This design comes from an exercise in tuning for small area and a short achievable clock period on the open sky130 flow, not from production work. RTL that was checked went through simulation tests only; none was proved equivalent to the original. Power is estimated from default activity; no workload was simulated.

== before ==
Design core_trace_buf, start of the top module:
module core_trace_buf #(
  parameter int DEPTH_LOG2 = 4,
  parameter int SEQ_W      = 16
) (
  input  logic                  clk,
  input  logic                  rst,
  input  logic                  trace_en,
  input  logic                  clear,
  input  logic [31:0]           core_pc,
  input  logic [31:0]           core_inst,
  input  logic                  core_rf_we,
  input  logic [4:0]            core_rf_waddr,
  input  logic [31:0]           core_rf_wdata,
  output logic                  out_valid,
  input  logic                  out_ready,
  output logic [SEQ_W-1:0]      out_seq,
  output logic [31:0]           out_pc,
  output logic [31:0]           out_inst,
  output logic                  out_rd_we,
  output logic [4:0]            out_rd,
  output logic [31:0]           out_rd_data,
  output logic [DEPTH_LOG2:0]   count,
  output logic                  overflow,
  output logic [SEQ_W-1:0]      drop_cnt
);
For scale: roughly 3500 cells after synthesis, about 2000 flip-flops, ~250 I/O pins, about 0.069 sq mm of cells after synthesis.
export LEC_CHECK = 0
export CAP_MARGIN = 20
export CORE_MARGIN = 2
export CORE_UTILIZATION = 55
export CTS_CLUSTER_DIAMETER = 150
export CTS_CLUSTER_SIZE = 28
export SETUP_SLACK_MARGIN = 3.2
export SLEW_MARGIN = 20
export SYNTH_HIERARCHICAL = 1
export SYNTH_MINIMUM_KEEP_SIZE = 0
create_clock -name core_clock -period 5.5 [get_ports {clk}]
run.sh (not shown) runs the stock make flow with config.mk's settings and CLKGATE_MAP_FILE= SYNTH_SCRIPT=/design/flow/synth_recipe.tcl, a recipe that flattens the netlist after the stock synthesis.
before completed; timing, DRC and antenna clean
Relative to before, the following input files were edited for after:
Settings: swapping 55 for 50 in CORE_UTILIZATION.
In the flow results for after and before, the number of vias per cell is larger on before.
Diff before -> after: die area climbed 9.9%, first-pass GRT wire length decreased by about 8% relative to the old numbers, worst slew slack as a fraction of its limit now sits higher, weighted congestion at the end of routability-driven global placement fell by 8.0%.
after has starting density of the core below what before had.
Going from before to after, power share of the clock group essentially unchanged, total power after layout essentially unchanged.
No run of this note included a check of the RTL's function; only the layout flow was run.

========
== run A ==
The RTL this note starts from:
==> flow/design.v <==
module core_trace_buf #(
  parameter int DEPTH_LOG2 = 4,
  parameter int SEQ_W      = 16
) (
  input  logic                  clk,
  input  logic                  rst,
  input  logic                  trace_en,
  input  logic                  clear,
  input  logic [31:0]           core_pc,
  input  logic [31:0]           core_inst,
  input  logic                  core_rf_we,
  input  logic [4:0]            core_rf_waddr,
  input  logic [31:0]           core_rf_wdata,
  output logic                  out_valid,
  input  logic                  out_ready,
  output logic [SEQ_W-1:0]      out_seq,
  output logic [31:0]           out_pc,
  output logic [31:0]           out_inst,
  output logic                  out_rd_we,
  output logic [4:0]            out_rd,
  output logic [31:0]           out_rd_data,
  output logic [DEPTH_LOG2:0]   count,
  output logic                  overflow,
  output logic [SEQ_W-1:0]      drop_cnt
);
  localparam int DEPTH = 1 << DEPTH_LOG2;
  localparam int NS    = DEPTH - 1;                   
  localparam int CW    = DEPTH_LOG2 + 1;
  localparam int REC_W = SEQ_W + 32 + 32 + 1 + 5 + 32;
  logic [REC_W-1:0]      r_mem [NS];
  logic [REC_W-1:0]      r_head;
  logic [NS-1:0]         r_wa, r_wb;                  
  logic [NS-1:0]         w_wptr;
  logic [NS:0]           r_hsel;                      
  logic [CW-1:0]         r_count;
  logic                  r_valid, r_c1, r_c2, r_full;  
  logic [SEQ_W-1:0]      r_seq, r_drop;
  logic                  r_ovf;
  logic                  w_attempt, w_pop, w_push, w_drop, w_up, w_dn, w_to_mem, w_le1_n, w_hold;
  logic [REC_W-1:0]      w_rec, w_head_d;
  logic [NS:0]           w_hld;
  logic [NS-1:0]         w_wen;
  assign w_attempt = trace_en & ~clear;
  assign w_pop     = r_valid & out_ready & ~clear;
  assign w_push    = w_attempt & (~r_full | w_pop);
  assign w_drop    = w_attempt & r_full & ~w_pop;
  assign w_up      = w_push & ~w_pop;
  assign w_dn      = w_pop & ~w_push;
  assign w_to_mem  = w_push & r_valid & ~(r_c1 & out_ready);
  assign w_le1_n   = clear | ~r_valid | r_c1 & ~w_up | r_c2 & w_dn;
  assign w_rec     = {r_seq, core_pc, core_inst, core_rf_we & (core_rf_waddr != 5'd0), core_rf_waddr, core_rf_wdata};
  assign {out_seq, out_pc, out_inst, out_rd_we, out_rd, out_rd_data} = r_head;
  assign out_valid = r_valid;
  assign count     = r_count;
  assign overflow  = r_ovf;
  assign drop_cnt  = r_drop;
  assign w_hold = r_valid & ~out_ready;
  assign w_hld  = w_hold ? '0 : r_hsel;
  always_comb begin
    w_head_d = (w_hold ? r_head : '0) | (w_hld[NS] ? w_rec : '0);
    for (int i = 0; i < NS; i++)
      w_head_d = w_head_d | (w_hld[i] ? r_mem[i] : '0);
  end
  always_comb
    for (int i = 0; i < NS; i++)
      w_wen[i] = r_wa[i] | r_wb[i] & out_ready;
  always_ff @(posedge clk)
    for (int i = 0; i < NS; i++)
      if (w_wen[i]) r_mem[i] <= w_rec;
  always_ff @(posedge clk)
    r_head <= w_head_d;
  assign w_wptr = r_wa | r_wb;
  logic [NS-1:0]  n_wptr;
  logic [NS:0]    n_hsel;
  logic [CW-1:0]  n_count;
  logic           n_valid, n_c1, n_c2, n_full;
  always_comb begin
    n_wptr  = w_wptr;
    n_hsel  = r_hsel;
    n_count = r_count;
    n_valid = r_valid;
    n_c1    = r_c1;
    n_c2    = r_c2;
    n_full  = r_full;
    if (w_to_mem) n_wptr = {w_wptr[NS-2:0], w_wptr[NS-1]};
    if (w_le1_n)
      n_hsel = (NS+1)'(1) << NS;
    else if (w_pop)
      n_hsel = {1'b0, r_hsel[NS-2:0], r_hsel[NS-1]};
    else if (r_c1)
      n_hsel = {1'b0, w_wptr};
    if (w_up) begin
      n_count = r_count + 1'b1;
      n_valid = 1'b1;
      n_c1    = ~r_valid;
      n_c2    = r_c1;
      n_full  = r_count == CW'(DEPTH - 1);
    end else if (w_dn) begin
      n_count = r_count - 1'b1;
      n_valid = ~r_c1;
      n_c1    = r_c2;
      n_c2    = r_count == CW'(3);
      n_full  = 1'b0;
    end
  end
  always_ff @(posedge clk or posedge rst)
    if (rst) begin
      r_wa    <= NS'(1);
      r_wb    <= '0;
      r_hsel  <= (NS+1)'(1) << NS;
      r_count <= '0;
      r_valid <= 1'b0;
      r_c1    <= 1'b0;
      r_c2    <= 1'b0;
      r_full  <= 1'b0;
      r_seq   <= '0;
      r_drop  <= '0;
      r_ovf   <= 1'b0;
    end else if (clear) begin
      r_wa    <= NS'(1);
      r_wb    <= '0;
      r_hsel  <= (NS+1)'(1) << NS;
      r_count <= '0;
      r_valid <= 1'b0;
      r_c1    <= 1'b0;
      r_c2    <= 1'b0;
      r_full  <= 1'b0;
      r_seq   <= '0;
      r_drop  <= '0;
      r_ovf   <= 1'b0;
    end else begin
      r_wa    <= n_full ? '0 : n_wptr;
      r_wb    <= n_full ? n_wptr : '0;
      r_hsel  <= n_hsel;
      r_count <= n_count;
      r_valid <= n_valid;
      r_c1    <= n_c1;
      r_c2    <= n_c2;
      r_full  <= n_full;
      r_seq   <= w_attempt ? r_seq + 1'b1 : r_seq;
      r_drop  <= (w_drop && r_drop != '1) ? r_drop + 1'b1 : r_drop;
      r_ovf   <= r_ovf | w_drop;
    end
endmodule
Settings: LEC_CHECK=0, CAP_MARGIN=20, CORE_MARGIN=2, CORE_UTILIZATION=55, CTS_CLUSTER_DIAMETER=80, CTS_CLUSTER_SIZE=24, SETUP_SLACK_MARGIN=3.4, SLEW_MARGIN=20; clock period 5.5 ns.
Run A | status: complete | timing, DRC, antenna: pass
Input-level comparison between run B and run A:
Settings: swapping 80 for 150 in CTS_CLUSTER_DIAMETER; swapping 24 for 28 in CTS_CLUSTER_SIZE; swapping 3.4 for 3.2 in SETUP_SLACK_MARGIN.
Notes after the runs:
- As far as number of enable flip-flop cells after synthesis goes, run B and run A are indistinguishable; the numbers are identical.
- Run A has a higher wire length of the first global-routing pass than run B.
- The higher count of plain and timing-repair buffers came out of run A.
- The final cell count reported for run B is smaller than that of run A by about 1.9%.
- Run A → run B: total power consumption of the routed design decreased by 2.7% relative to the old numbers; maximum clock frequency increased by 1.1% relative to the old numbers; synthesis-to-finish area growth decreased by 2.3 points relative to the old numbers; number of placed instances, taps included closely matched the old numbers; post-CTS setup repair buffer count decreased by 50 relative to the old numbers.
- Of run A and run B, the higher headroom to the max-slew limit belongs to run A.
## Diff of input files: run C against run B
Settings: CORE_UTILIZATION now 68, was 55; SETUP_SLACK_MARGIN now 3.3, was 3.2; CTS_CLUSTER_DIAMETER now 60, was 150.
## What came out
Run C | stages: all done | timing, DRC, antenna: all pass. Combinational-cell power consumption ends up lower on run B. Against run B, run C comes in 6.0% higher on via count. Against run B, run C reports a pin slew with the least headroom to its limit that is lower. Changes observed in run C relative to run B: multi-input gate share of the layout cell area has decreased, minimum clock period has increased, number of I/O port buffers has remained practically unchanged, internal power consumption has increased. The run showing the greater final worst setup slack is run B. In the flow results for run B and run C, the total wire length after detailed routing is smaller on run B. Relative area of clock buffers and inverters in the final design in run C is 2.6 points higher than in run B.

static timing again, ports no longer ideal:
Ports are ideal in the flow. The routed layouts listed here were re-timed in OpenROAD.
Step 1: set_driving_cell puts a clkbuf_16 on clk and a buf_2 on each other input, an assumption about the parent block.
Step 2 moves the port delays by t, midway between the first and last clock arrival at a register: inputs arrive t later, outputs are due t later. That takes back most of the time a late clock gives input paths.
Three values: ideal ports, drivers, drivers and shift; two values: the first two.
run	shift t [ns]	setup WS [ns]	worst register clock-pin slew, ns	cell pins on the clock port's net
before	0.783	3.007 / 3.036 / 2.266	0.11 / 0.11	1
after	0.784	3.091 / 3.018 / 2.433	0.12 / 0.12	1
run A	0.796	3.089 / 3.004 / 2.430	0.11 / 0.11	1
run B	0.777	3.116 / 3.040 / 2.424	0.12 / 0.12	1
run C	0.845	3.063 / 2.981 / 2.385	0.10 / 0.10	1
After both steps setup and hold are still met in every run listed. The setup slack of before, which loses most, moves by +0.029 ns with the drivers and by -0.741 ns with both steps.
